From an optimization exercise on the open Yosys and OpenROAD flow, aimed at a short achievable clock period and few clock cycles; shortcuts taken in it are not production practice.
Only simulation tests tie the RTL to the original design; equivalence was not proved.

==> inputs of run a <==
==> flow/design.v <==
package stkt_pkg;
   localparam int DEPTH      = 10;
   localparam int NAME_BYTES = 8;
   localparam int IDX_W      = $clog2(DEPTH);
   localparam int NAME_W     = 64;
   localparam int NAME_LANES = NAME_W / 8;
   localparam int SCORE_W    = 32;
   localparam int SLOT_W     = 6;
   localparam int POS_W      = 5;
   typedef logic [NAME_W-1:0]         name_type;
   typedef logic signed [SCORE_W-1:0] score_type;
   typedef logic [SLOT_W-1:0]         slot_type;
   typedef logic [POS_W-1:0]          pos_type;
   typedef logic [IDX_W-1:0]          idx_type;
   typedef enum logic [1:0] {
      REQ_INSERT = 2'd0,
      REQ_READ   = 2'd1,
      REQ_REMOVE = 2'd2,
      REQ_FIND   = 2'd3
   } req_kind_type;
   typedef enum logic [1:0] {
      ST_OK       = 2'd0,
      ST_REJECT   = 2'd1,
      ST_RANGE    = 2'd2,
      ST_NO_MATCH = 2'd3
   } status_type;
   localparam idx_type  IDX_LAST   = idx_type'(DEPTH - 1);
   localparam idx_type  IDX_PRE    = idx_type'(DEPTH - 2);
   localparam slot_type DEPTH_SLOT = slot_type'(DEPTH);
   function automatic name_type norm_name(input name_type raw);
      name_type res;
      logic     live;
      res  = '0;
      live = 1'b1;
      for (int i = 0; i < NAME_LANES; i++) begin
         if (i >= NAME_BYTES || raw[8*i +: 8] == 8'h00) begin
            live = 1'b0;
         end
         if (live) begin
            res[8*i +: 8] = raw[8*i +: 8];
         end
      end
      norm_name = res;
   endfunction
   localparam name_type EMPTY_NAME_RAW = 64'h0029_7974_706D_4528;
   localparam name_type EMPTY_NAME     = norm_name(EMPTY_NAME_RAW);
endpackage
module sorted_top_k_table_top (
   input  logic                     clock,
   input  logic                     reset,
   input  logic                     req_valid,
   output logic                     req_stall,
   input  stkt_pkg::req_kind_type   req_type,
   input  stkt_pkg::name_type       req_key_name,
   input  stkt_pkg::score_type      req_new_score,
   input  stkt_pkg::slot_type       req_slot_index,
   output logic                     rsp_valid,
   input  logic                     rsp_stall,
   output stkt_pkg::status_type     rsp_status,
   output stkt_pkg::pos_type        rsp_entry_position,
   output stkt_pkg::name_type       rsp_entry_name,
   output stkt_pkg::score_type      rsp_entry_score,
   output logic                     rsp_last_of_run
);
   localparam int D  = stkt_pkg::DEPTH;
   localparam int NW = stkt_pkg::NAME_W;
   localparam int SW = stkt_pkg::SCORE_W;
   logic [D-1:0][NW-1:0] t_name;     
   logic [D-1:0][SW-1:0] t_score;    
   logic [D-1:0][D-1:0]  pm;         
   logic [D-1:0][SW-1:0] tp_score;   
   logic [D-1:0][D-1:0]  ahead;      
   logic                 reset_q;
   logic                 m_v;
   logic [1:0]           m_kind, i_kind;
   logic [NW-1:0]        m_key, i_key;
   logic [SW-1:0]        m_score, i_score;
   logic                 m_ok, i_ok;
   logic [D-1:0]         m_oh, i_oh;
   logic [D-1:0]         m_th, i_th;
   logic                 b_v;
   logic [1:0]           b_kind;
   logic [NW-1:0]        b_key;
   logic [SW-1:0]        b_score;
   logic                 b_ok;
   logic [D-1:0]         b_oh, b_th;
   logic [D-1:0]         b_ge_raw, b_eq_raw;
   logic                 b_ge_new, b_ge_emp, b_eq_new, b_eq_emp;
   logic [D-1:0]         wr_new, wr_emp;
   logic [D-1:0]         mv_same, mv_up, mv_dn, mv_new, mv_emp;
   logic                 e_v;
   logic [D-1:0]         e_mask;    
   logic                 h_v, s_v;
   logic [1:0]           h_st, s_st;
   logic [4:0]           h_pos, s_pos;
   logic [NW-1:0]        h_name, s_name;
   logic [SW-1:0]        h_score, s_score;
   logic                 h_last, s_last;
   logic b_free;
   assign req_stall          = m_v & !b_free;
   assign rsp_valid          = h_v;
   assign rsp_status         = stkt_pkg::status_type'(h_st);
   assign rsp_entry_position = h_pos;
   assign rsp_entry_name     = h_name;
   assign rsp_entry_score    = h_score;
   assign rsp_last_of_run    = h_last;
   always_comb begin
      i_kind  = req_type;
      i_key   = stkt_pkg::norm_name(req_key_name);
      i_score = req_new_score;
      i_ok    = (req_slot_index < stkt_pkg::DEPTH_SLOT);
      for (int i = 0; i < D; i++) begin
         i_oh[i] = (req_slot_index == stkt_pkg::slot_type'(i));
         i_th[i] = i_ok && (req_slot_index <= stkt_pkg::slot_type'(i));
      end
   end
   logic [D-1:0] a_ge_raw, a_eq_raw;
   logic         a_ge_new, a_ge_emp, a_eq_new, a_eq_emp;
   always_comb begin
      for (int i = 0; i < D; i++) begin
         a_ge_raw[i] = ({!m_score[SW-1], m_score[SW-2:0]} >= {!tp_score[i][SW-1], tp_score[i][SW-2:0]});
         a_eq_raw[i] = (m_key == t_name[i]);
      end
      a_ge_new = ({!m_score[SW-1], m_score[SW-2:0]} >= {!b_score[SW-1], b_score[SW-2:0]});
      a_ge_emp = !m_score[SW-1];
      a_eq_new = (m_key == b_key);
      a_eq_emp = (m_key == stkt_pkg::EMPTY_NAME);
   end
   logic [D-1:0] es;           
   logic [D-1:0] ge;           
   logic [D:0]   lt;           
   logic [D-1:0] sfx;          
   logic         is_ins, is_rd, is_rem, is_find;
   logic         can_push, do_ins, do_rem, do_find;
   logic [D-1:0] put, rk, n_new, n_emp;
   logic [D-1:0] n_up, n_pnew, n_dn, n_pemp, n_same;
   logic [D-1:0][D-1:0] pm_n;
   logic [D-1:0] first, rest;
   logic [4:0]   ins_pos;
   logic         push, b_fire;
   logic [D-1:0][D-1:0] ahead_n;
   logic [D-1:0] w_s, at_p;       
   logic [D-1:0][4:0]   spos;      
   logic [4:0]   f_pos, slot_pos;
   always_comb begin
      for (int s = 0; s < D; s++) begin
         es[s] = (!wr_new[s] & !wr_emp[s] & b_eq_raw[s]) | (wr_new[s] & b_eq_new) | (wr_emp[s] & b_eq_emp);
      end
      for (int i = 0; i < D; i++) begin
         ge[i] = (mv_same[i] & b_ge_raw[i]) | (mv_new[i] & b_ge_new) | (mv_emp[i] & b_ge_emp);
         if (i > 0) ge[i] = ge[i] | (mv_up[i] & b_ge_raw[(i > 0) ? i - 1 : 0]);
         if (i < D - 1) ge[i] = ge[i] | (mv_dn[i] & b_ge_raw[(i < D - 1) ? i + 1 : 0]);
      end
      is_ins  = (b_kind == 2'd0);
      is_rd   = (b_kind == 2'd1);
      is_rem  = (b_kind == 2'd2);
      is_find = (b_kind == 2'd3);
      lt[0] = 1'b0;
      lt[1] = ge[0];
      sfx[D-1] = 1'b1;
      for (int i = D - 2; i >= 0; i--) begin
         sfx[i] = sfx[i+1] & ge[i];
      end
      for (int i = 2; i < D; i++) begin
         lt[i] = ge[0] | sfx[i-1];
      end
      lt[D] = 1'b1;
      can_push = b_v & !s_v & !e_v;
      do_find  = can_push & is_find;
      do_ins   = can_push & is_ins & ge[D-1];
      do_rem   = can_push & is_rem & b_ok;
      rk = '0;
      for (int j = 0; j < D; j++) begin
         rk = rk | (pm[j] & {D{b_oh[j]}});
      end
      for (int j = 0; j < D; j++) begin
         put[j] = lt[j+1] & !lt[j];
      end
      for (int j = 0; j < D; j++) begin
         pm_n[j] = pm[j];
         if (do_ins) begin
            if (j > 0 && lt[j]) pm_n[j] = pm[(j > 0) ? j - 1 : 0];
            else if (put[j]) pm_n[j] = pm[D-1];
         end else if (do_rem) begin
            if (j == D - 1) pm_n[j] = rk;
            else if (b_th[j]) pm_n[j] = pm[(j < D - 1) ? j + 1 : 0];
         end
      end
      w_s  = pm[D-1];
      at_p = '0;
      for (int j = 0; j < D; j++) begin
         at_p = at_p | (pm[j] & {D{lt[j+1]}});
      end
      ahead_n = ahead;
      for (int b = 0; b < D; b++) begin
         for (int a = 0; a < D; a++) begin
            if (a != b) begin
               if (do_ins) begin
                  if (w_s[b]) ahead_n[b][a] = !at_p[a];
                  else if (w_s[a]) ahead_n[b][a] = at_p[b];
               end else if (do_rem) begin
                  if (rk[b]) ahead_n[b][a] = 1'b1;
                  else if (rk[a]) ahead_n[b][a] = 1'b0;
               end
            end
         end
      end
      n_new = pm[D-1] & {D{do_ins}};
      n_emp = rk & {D{do_rem}};
      for (int i = 0; i < D; i++) begin
         n_up[i]   = (i > 0) ? (do_ins & lt[i]) : 1'b0;
         n_pnew[i] = do_ins & put[i];
         n_dn[i]   = (i < D - 1) ? (do_rem & b_th[i]) : 1'b0;
         n_pemp[i] = (i == D - 1) ? do_rem : 1'b0;
      end
      n_same = ~(n_up | n_pnew | n_dn | n_pemp);
      ins_pos = '0;
      for (int i = 0; i < D; i++) begin
         if (put[i]) ins_pos = ins_pos | 5'(i);
      end
      for (int b = 0; b < D; b++) begin
         spos[b] = '0;
         for (int j = 0; j < D; j++) begin
            if (pm[j][b]) spos[b] = spos[b] | 5'(j);
         end
      end
      for (int b = 0; b < D; b++) begin
         first[b] = es[b] & !(|(es & ahead[b]));
      end
      rest = es & ~first;
      f_pos = '0;
      slot_pos = '0;
      for (int b = 0; b < D; b++) begin
         if (first[b]) f_pos = f_pos | spos[b];
         if (b_oh[b]) slot_pos = slot_pos | 5'(b);
      end
      b_fire = can_push;
      b_free = !b_v | b_fire;
   end
   logic [D-1:0]  e_low, e_rest;
   logic [4:0]    e_pos;
   logic          e_push;
   always_comb begin
      e_pos = '0;
      for (int b = 0; b < D; b++) begin
         e_low[b] = e_mask[b] & !(|(e_mask & ahead[b]));
         if (e_low[b]) e_pos = e_pos | spos[b];
      end
      e_rest = e_mask & ~e_low;
      e_push = e_v & !s_v;
      push   = e_push | b_fire;
   end
   logic [D-1:0]  sel_n, sel_s, sel_p;
   logic [NW-1:0] r_name;
   logic [SW-1:0] r_score;
   logic [1:0]    q_st;
   logic [4:0]    q_pos;
   logic [NW-1:0] q_name;
   logic [SW-1:0] q_score;
   logic          q_last;
   always_comb begin
      if (e_v) sel_n = e_low;
      else if (is_rd || is_rem) sel_n = rk;
      else sel_n = '0;
      if (e_v) sel_s = e_low;
      else if (is_find) sel_s = first;
      else sel_s = '0;
      if (!e_v && (is_rd || is_rem)) sel_p = b_oh;
      else sel_p = '0;
      r_name  = '0;
      r_score = '0;
      for (int b = 0; b < D; b++) begin
         r_name  = r_name | (t_name[b] & {NW{sel_n[b]}});
         r_score = r_score | (t_score[b] & {SW{sel_s[b]}}) | (tp_score[b] & {SW{sel_p[b]}});
      end
      q_st    = stkt_pkg::ST_OK;
      q_pos   = '0;
      q_name  = '0;
      q_score = '0;
      q_last  = 1'b1;
      if (e_v) begin
         q_pos   = e_pos;
         q_name  = r_name;
         q_score = r_score;
         q_last  = (e_rest == '0);
      end else if (is_ins) begin
         if (ge[D-1]) begin
            q_pos   = ins_pos;
            q_name  = b_key;
            q_score = b_score;
         end else begin
            q_st    = stkt_pkg::ST_REJECT;
         end
      end else if (is_find) begin
         if (es != '0) begin
            q_pos   = f_pos;
            q_name  = b_key;
            q_score = r_score;
            q_last  = (rest == '0);
         end else begin
            q_st    = stkt_pkg::ST_NO_MATCH;
         end
      end else if (b_ok) begin
         q_pos   = slot_pos;
         q_name  = r_name;
         q_score = r_score;
      end else begin
         q_st    = stkt_pkg::ST_RANGE;
      end
   end
   always_ff @(posedge clock) begin
      reset_q <= reset;
      if (reset) begin
         m_v <= 1'b0;
         b_v <= 1'b0;
         e_v <= 1'b0;
         h_v <= 1'b0;
         s_v <= 1'b0;
      end else begin
         if (!m_v || b_free) m_v <= req_valid;
         if (b_free) b_v <= m_v;
         if (do_find) begin
            e_v <= (rest != '0);
         end else if (e_push) begin
            e_v <= (e_rest != '0);
         end
         if (!h_v || !rsp_stall) begin
            h_v <= s_v | push;
            s_v <= 1'b0;
         end else if (push) begin
            s_v <= 1'b1;
         end
      end
   end
   always_ff @(posedge clock) begin
      if (!m_v || b_free) begin
         m_kind <= i_kind; m_key <= i_key; m_score <= i_score;
         m_ok <= i_ok; m_oh <= i_oh; m_th <= i_th;
      end
      if (b_free) begin
         b_kind   <= m_kind;
         b_key    <= m_key;
         b_score  <= m_score;
         b_ok     <= m_ok;
         b_oh     <= m_oh;
         b_th     <= m_th;
         b_ge_raw <= a_ge_raw;
         b_eq_raw <= a_eq_raw;
         b_ge_new <= a_ge_new;
         b_ge_emp <= a_ge_emp;
         b_eq_new <= a_eq_new;
         b_eq_emp <= a_eq_emp;
         wr_new   <= n_new;
         wr_emp   <= n_emp;
         mv_same  <= n_same;
         mv_up    <= n_up;
         mv_dn    <= n_dn;
         mv_new   <= n_pnew;
         mv_emp   <= n_pemp;
      end
      if (do_find) begin
         e_mask <= rest;
      end else if (e_push) begin
         e_mask <= e_rest;
      end
      if (!h_v || !rsp_stall) begin
         if (s_v) begin
            h_st <= s_st; h_pos <= s_pos; h_name <= s_name; h_score <= s_score; h_last <= s_last;
         end else begin
            h_st <= q_st; h_pos <= q_pos; h_name <= q_name; h_score <= q_score; h_last <= q_last;
         end
      end
      if (!s_v) begin
         s_st <= q_st; s_pos <= q_pos; s_name <= q_name; s_score <= q_score; s_last <= q_last;
      end
   end
   always_ff @(posedge clock) begin
      for (int s = 0; s < D; s++) begin
         if (reset_q) begin
            t_name[s]  <= stkt_pkg::EMPTY_NAME;
            t_score[s] <= '0;
         end else if (n_new[s]) begin
            t_name[s]  <= b_key;
            t_score[s] <= b_score;
         end else if (n_emp[s]) begin
            t_name[s]  <= stkt_pkg::EMPTY_NAME;
            t_score[s] <= '0;
         end
      end
      for (int j = 0; j < D; j++) begin
         if (reset_q) pm[j] <= D'(1) << j;
         else pm[j] <= pm_n[j];
      end
      for (int b = 0; b < D; b++) begin
         for (int a = 0; a < D; a++) begin
            if (reset_q) ahead[b][a] <= (a < b);
            else ahead[b][a] <= ahead_n[b][a];
         end
      end
      for (int i = 0; i < D; i++) begin
         if (reset_q) begin
            tp_score[i] <= '0;
         end else if (n_pnew[i]) begin
            tp_score[i] <= b_score;
         end else if (n_up[i]) begin
            tp_score[i] <= tp_score[(i > 0) ? i - 1 : 0];
         end else if (n_dn[i]) begin
            tp_score[i] <= tp_score[(i < D - 1) ? i + 1 : D - 1];
         end else if (n_pemp[i]) begin
            tp_score[i] <= '0;
         end
      end
   end
endmodule
==> flow/run.sh <==
#!/bin/bash
# synth_recipe.tcl (not shown) runs the flow's synth.tcl, then flattens the netlist and writes it again
# the make line also repeats each setting of config.mk as NAME=value (left out here)
make -C /OpenROAD-flow-scripts/flow DESIGN_CONFIG=/design/flow/config.mk WORK_HOME=/design/flow/orfs CLKGATE_MAP_FILE= SYNTH_SCRIPT=/design/flow/synth_recipe.tcl finish
==> flow/config.mk <==
export PLATFORM = sky130hd
export DESIGN_NAME = sorted_top_k_table_top
export DESIGN_NICKNAME = sorted_top_k_table_top
export VERILOG_FILES = /design/flow/design.v
export SDC_FILE = /design/flow/constraint.sdc
export NUM_CORES = 4
export LEC_CHECK = 0
export CAP_MARGIN = 20
export CORE_MARGIN = 2
export CORE_UTILIZATION = 28
export SETUP_SLACK_MARGIN = 3.0
export SLEW_MARGIN = 20
==> flow/constraint.sdc <==
create_clock -name core_clock -period 6.0 [get_ports {clock}]
set_input_delay 1.2000 -clock core_clock [delete_from_list [all_inputs] [get_ports {clock}]]
set_output_delay 1.2000 -clock core_clock [all_outputs]
set_load 0.01 [all_outputs]
==> run b (differences from run a) <==
==> flow/design.v, changed modules only <==
module sorted_top_k_table_top (
   input  logic                     clock,
   input  logic                     reset,
   input  logic                     req_valid,
   output logic                     req_stall,
   input  stkt_pkg::req_kind_type   req_type,
   input  stkt_pkg::name_type       req_key_name,
   input  stkt_pkg::score_type      req_new_score,
   input  stkt_pkg::slot_type       req_slot_index,
   output logic                     rsp_valid,
   input  logic                     rsp_stall,
   output stkt_pkg::status_type     rsp_status,
   output stkt_pkg::pos_type        rsp_entry_position,
   output stkt_pkg::name_type       rsp_entry_name,
   output stkt_pkg::score_type      rsp_entry_score,
   output logic                     rsp_last_of_run
);
   localparam int D  = stkt_pkg::DEPTH;
   localparam int NW = stkt_pkg::NAME_W;
   localparam int SW = stkt_pkg::SCORE_W;
   logic [D-1:0][NW-1:0] t_name;     
   logic [D-1:0][SW-1:0] t_score;    
   logic [D-1:0][D-1:0]  pm;         
   logic [D-1:0][D-1:0]  ahead;      
   logic                 reset_q;
   logic                 m_v;
   logic [1:0]           m_kind, i_kind;
   logic [NW-1:0]        m_key, i_key;
   logic [SW-1:0]        m_score, i_score;
   logic                 m_ok, i_ok;
   logic [D-1:0]         m_oh, i_oh;
   logic [D-1:0]         m_th, i_th;
   logic                 b_v;
   logic [1:0]           b_kind;
   logic [NW-1:0]        b_key;
   logic [SW-1:0]        b_score;
   logic                 b_ok;
   logic [D-1:0]         b_oh, b_th;
   logic [D-1:0]         b_ge_raw, b_eq_raw;
   logic                 b_ge_new, b_ge_emp, b_eq_new, b_eq_emp;
   logic [D-1:0]         wr_new, wr_emp;
   logic                 e_v;
   logic [D-1:0]         e_mask;    
   logic                 h_v, s_v;
   logic [1:0]           h_st, s_st;
   logic [4:0]           h_pos, s_pos;
   logic [NW-1:0]        h_name, s_name;
   logic [SW-1:0]        h_score, s_score;
   logic                 h_last, s_last;
   logic b_free;
   assign req_stall          = m_v & !b_free;
   assign rsp_valid          = h_v;
   assign rsp_status         = stkt_pkg::status_type'(h_st);
   assign rsp_entry_position = h_pos;
   assign rsp_entry_name     = h_name;
   assign rsp_entry_score    = h_score;
   assign rsp_last_of_run    = h_last;
   always_comb begin
      i_kind  = req_type;
      i_key   = stkt_pkg::norm_name(req_key_name);
      i_score = req_new_score;
      i_ok    = (req_slot_index < stkt_pkg::DEPTH_SLOT);
      for (int i = 0; i < D; i++) begin
         i_oh[i] = (req_slot_index == stkt_pkg::slot_type'(i));
         i_th[i] = i_ok && (req_slot_index <= stkt_pkg::slot_type'(i));
      end
   end
   logic [D-1:0] a_ge_raw, a_eq_raw;
   logic         a_ge_new, a_ge_emp, a_eq_new, a_eq_emp;
   always_comb begin
      for (int i = 0; i < D; i++) begin
         a_ge_raw[i] = ({!m_score[SW-1], m_score[SW-2:0]} >= {!t_score[i][SW-1], t_score[i][SW-2:0]});
         a_eq_raw[i] = (m_key == t_name[i]);
      end
      a_ge_new = ({!m_score[SW-1], m_score[SW-2:0]} >= {!b_score[SW-1], b_score[SW-2:0]});
      a_ge_emp = !m_score[SW-1];
      a_eq_new = (m_key == b_key);
      a_eq_emp = (m_key == stkt_pkg::EMPTY_NAME);
   end
   logic [D-1:0] gs, es;       
   logic [D-1:0] ge, eq;       
   logic [D:0]   lt;           
   logic [D-1:0] sfx;          
   logic         is_ins, is_rd, is_rem, is_find;
   logic         can_push, do_ins, do_rem, do_find;
   logic [D-1:0] put, rk, n_new, n_emp;
   logic [D-1:0][D-1:0] pm_n;
   logic [D-1:0] first, rest;
   logic [4:0]   ins_pos;
   logic         push, b_fire;
   logic [D-1:0][D-1:0] ahead_n;
   logic [D-1:0] w_s, at_p;       
   logic [D-1:0][4:0]   spos;      
   logic [4:0]   f_pos, slot_pos;
   always_comb begin
      for (int s = 0; s < D; s++) begin
         gs[s] = (!wr_new[s] & !wr_emp[s] & b_ge_raw[s]) | (wr_new[s] & b_ge_new) | (wr_emp[s] & b_ge_emp);
         es[s] = (!wr_new[s] & !wr_emp[s] & b_eq_raw[s]) | (wr_new[s] & b_eq_new) | (wr_emp[s] & b_eq_emp);
      end
      for (int j = 0; j < D; j++) begin
         ge[j] = |(pm[j] & gs);
         eq[j] = |(pm[j] & es);
      end
      is_ins  = (b_kind == 2'd0);
      is_rd   = (b_kind == 2'd1);
      is_rem  = (b_kind == 2'd2);
      is_find = (b_kind == 2'd3);
      lt[0] = 1'b0;
      lt[1] = ge[0];
      sfx[D-1] = 1'b1;
      for (int i = D - 2; i >= 0; i--) begin
         sfx[i] = sfx[i+1] & ge[i];
      end
      for (int i = 2; i < D; i++) begin
         lt[i] = ge[0] | sfx[i-1];
      end
      lt[D] = 1'b1;
      can_push = b_v & !s_v & !e_v;
      do_find  = can_push & is_find;
      do_ins   = can_push & is_ins & ge[D-1];
      do_rem   = can_push & is_rem & b_ok;
      rk = '0;
      for (int j = 0; j < D; j++) begin
         rk = rk | (pm[j] & {D{b_oh[j]}});
      end
      for (int j = 0; j < D; j++) begin
         put[j] = lt[j+1] & !lt[j];
      end
      for (int j = 0; j < D; j++) begin
         pm_n[j] = pm[j];
         if (do_ins) begin
            if (j > 0 && lt[j]) pm_n[j] = pm[(j > 0) ? j - 1 : 0];
            else if (put[j]) pm_n[j] = pm[D-1];
         end else if (do_rem) begin
            if (j == D - 1) pm_n[j] = rk;
            else if (b_th[j]) pm_n[j] = pm[(j < D - 1) ? j + 1 : 0];
         end
      end
      w_s  = pm[D-1];
      at_p = '0;
      for (int j = 0; j < D; j++) begin
         at_p = at_p | (pm[j] & {D{lt[j+1]}});
      end
      ahead_n = ahead;
      for (int b = 0; b < D; b++) begin
         for (int a = 0; a < D; a++) begin
            if (a != b) begin
               if (do_ins) begin
                  if (w_s[b]) ahead_n[b][a] = !at_p[a];
                  else if (w_s[a]) ahead_n[b][a] = at_p[b];
               end else if (do_rem) begin
                  if (rk[b]) ahead_n[b][a] = 1'b1;
                  else if (rk[a]) ahead_n[b][a] = 1'b0;
               end
            end
         end
      end
      n_new = pm[D-1] & {D{do_ins}};
      n_emp = rk & {D{do_rem}};
      ins_pos = '0;
      for (int i = 0; i < D; i++) begin
         if (put[i]) ins_pos = ins_pos | 5'(i);
      end
      for (int b = 0; b < D; b++) begin
         spos[b] = '0;
         for (int j = 0; j < D; j++) begin
            if (pm[j][b]) spos[b] = spos[b] | 5'(j);
         end
      end
      for (int b = 0; b < D; b++) begin
         first[b] = es[b] & !(|(es & ahead[b]));
      end
      rest = es & ~first;
      f_pos = '0;
      slot_pos = '0;
      for (int b = 0; b < D; b++) begin
         if (first[b]) f_pos = f_pos | spos[b];
         if (b_oh[b]) slot_pos = slot_pos | 5'(b);
      end
      b_fire = can_push;
      b_free = !b_v | b_fire;
   end
   logic [D-1:0]  e_low, e_rest;
   logic [4:0]    e_pos;
   logic          e_push;
   always_comb begin
      e_pos = '0;
      for (int b = 0; b < D; b++) begin
         e_low[b] = e_mask[b] & !(|(e_mask & ahead[b]));
         if (e_low[b]) e_pos = e_pos | spos[b];
      end
      e_rest = e_mask & ~e_low;
      e_push = e_v & !s_v;
      push   = e_push | b_fire;
   end
   logic [D-1:0]  sel_n, sel_s;
   logic [NW-1:0] r_name;
   logic [SW-1:0] r_score;
   logic [1:0]    q_st;
   logic [4:0]    q_pos;
   logic [NW-1:0] q_name;
   logic [SW-1:0] q_score;
   logic          q_last;
   always_comb begin
      if (e_v) sel_n = e_low;
      else if (is_rd || is_rem) sel_n = rk;
      else sel_n = '0;
      if (e_v) sel_s = e_low;
      else if (is_find) sel_s = first;
      else if (is_rd || is_rem) sel_s = rk;
      else sel_s = '0;
      r_name  = '0;
      r_score = '0;
      for (int b = 0; b < D; b++) begin
         r_name  = r_name | (t_name[b] & {NW{sel_n[b]}});
         r_score = r_score | (t_score[b] & {SW{sel_s[b]}});
      end
      q_st    = stkt_pkg::ST_OK;
      q_pos   = '0;
      q_name  = '0;
      q_score = '0;
      q_last  = 1'b1;
      if (e_v) begin
         q_pos   = e_pos;
         q_name  = r_name;
         q_score = r_score;
         q_last  = (e_rest == '0);
      end else if (is_ins) begin
         if (ge[D-1]) begin
            q_pos   = ins_pos;
            q_name  = b_key;
            q_score = b_score;
         end else begin
            q_st    = stkt_pkg::ST_REJECT;
         end
      end else if (is_find) begin
         if (es != '0) begin
            q_pos   = f_pos;
            q_name  = b_key;
            q_score = r_score;
            q_last  = (rest == '0);
         end else begin
            q_st    = stkt_pkg::ST_NO_MATCH;
         end
      end else if (b_ok) begin
         q_pos   = slot_pos;
         q_name  = r_name;
         q_score = r_score;
      end else begin
         q_st    = stkt_pkg::ST_RANGE;
      end
   end
   always_ff @(posedge clock) begin
      reset_q <= reset;
      if (reset) begin
         m_v <= 1'b0;
         b_v <= 1'b0;
         e_v <= 1'b0;
         h_v <= 1'b0;
         s_v <= 1'b0;
      end else begin
         if (!m_v || b_free) m_v <= req_valid;
         if (b_free) b_v <= m_v;
         if (do_find) begin
            e_v <= (rest != '0);
         end else if (e_push) begin
            e_v <= (e_rest != '0);
         end
         if (!h_v || !rsp_stall) begin
            h_v <= s_v | push;
            s_v <= 1'b0;
         end else if (push) begin
            s_v <= 1'b1;
         end
      end
   end
   always_ff @(posedge clock) begin
      if (!m_v || b_free) begin
         m_kind <= i_kind; m_key <= i_key; m_score <= i_score;
         m_ok <= i_ok; m_oh <= i_oh; m_th <= i_th;
      end
      if (b_free) begin
         b_kind   <= m_kind;
         b_key    <= m_key;
         b_score  <= m_score;
         b_ok     <= m_ok;
         b_oh     <= m_oh;
         b_th     <= m_th;
         b_ge_raw <= a_ge_raw;
         b_eq_raw <= a_eq_raw;
         b_ge_new <= a_ge_new;
         b_ge_emp <= a_ge_emp;
         b_eq_new <= a_eq_new;
         b_eq_emp <= a_eq_emp;
         wr_new   <= n_new;
         wr_emp   <= n_emp;
      end
      if (do_find) begin
         e_mask <= rest;
      end else if (e_push) begin
         e_mask <= e_rest;
      end
      if (!h_v || !rsp_stall) begin
         if (s_v) begin
            h_st <= s_st; h_pos <= s_pos; h_name <= s_name; h_score <= s_score; h_last <= s_last;
         end else begin
            h_st <= q_st; h_pos <= q_pos; h_name <= q_name; h_score <= q_score; h_last <= q_last;
         end
      end
      if (!s_v) begin
         s_st <= q_st; s_pos <= q_pos; s_name <= q_name; s_score <= q_score; s_last <= q_last;
      end
   end
   always_ff @(posedge clock) begin
      for (int s = 0; s < D; s++) begin
         if (reset_q) begin
            t_name[s]  <= stkt_pkg::EMPTY_NAME;
            t_score[s] <= '0;
         end else if (n_new[s]) begin
            t_name[s]  <= b_key;
            t_score[s] <= b_score;
         end else if (n_emp[s]) begin
            t_name[s]  <= stkt_pkg::EMPTY_NAME;
            t_score[s] <= '0;
         end
      end
      for (int j = 0; j < D; j++) begin
         if (reset_q) pm[j] <= D'(1) << j;
         else pm[j] <= pm_n[j];
      end
      for (int b = 0; b < D; b++) begin
         for (int a = 0; a < D; a++) begin
            if (reset_q) ahead[b][a] <= (a < b);
            else ahead[b][a] <= ahead_n[b][a];
         end
      end
   end
endmodule
==> run summary <==
| metric | run a | run b |
|---|---|---|
| Outcome | complete, no violations | aborted with a tool error |
| Stage where the flow stopped | - | 5_2_route |
| Adder-cell share of the synthesized area | 4.21% | 5.01% |
| Total of cells resized after clock tree synthesis | 1022 | 2364 |
| Share of the synthesized area in the top cell type | 30.0% | 28.5% |
| Width of the die | 617 um | 567 um |
| Total nets after synthesis | 12400 | 10800 |
| Simple-gate portion of the synthesized area | 14.4% | 18.3% |
| Register bit count reported by yosys | 2012 | 1654 |
| Effective utilization at floorplan | 28.1% | 28.1% |
| Number of antenna violations at the first check in global routing | 61 | 126 |
| Count of flip-flops with a built-in enable after synthesis | 432 | 394 |
| Vias in the first global route | 99200 | 93400 |
| Distinct cells, synth | 91 | 85 |
| Number of cells after detailed placement | 16400 | 14100 |
| Routing usage on met3 | 10.2% | 29.2% |
| Routability cong. | 1.07 | 1.12 |
| HPWL after DPL | 374 mm | 330 mm |
| Largest net degree at the start of global routing | 226 | 209 |
| GR met1 Demand/Resource | 36.7% | 42.7% |
| Compound-gate portion of the synthesized area | 26.8% | 21.5% |
Testbench counts of run a, summed over its fixed seeds: cycles 10,455.
Testbench counts of run b, summed over its fixed seeds: cycles 10,455.

separate check: timing with driven ports:
The flow's constraints put no driver on any port. The routed layout listed below was extracted and timed again, unchanged, in two steps.
Step 1 (the two cells are an assumption about what drives the block):
set clk [get_ports {clock}]
set_driving_cell -lib_cell sky130_fd_sc_hd__clkbuf_16 $clk
set_driving_cell -lib_cell sky130_fd_sc_hd__buf_2 [delete_from_list [all_inputs] $clk]
Step 2 times the ports against the registers' clock, not the clock port: input delays grow and output delays shrink by t, the midpoint of the rising clock arrivals with the driver on.
a / b / c = no drivers / after step 1 / after step 2; a / b = the first two.
run: run a
t, ns: 1.077
setup slack, ns: 2.583 / 2.543 / 2.036
worst setup path at the end: input to register
worst register clock-pin slew, ns: 0.07 / 0.07
cell pins on the clock port's net: 1
After both steps setup and hold are still met in run a. The setup slack of run a moves by -0.040 ns with the drivers and by -0.547 ns with both steps.
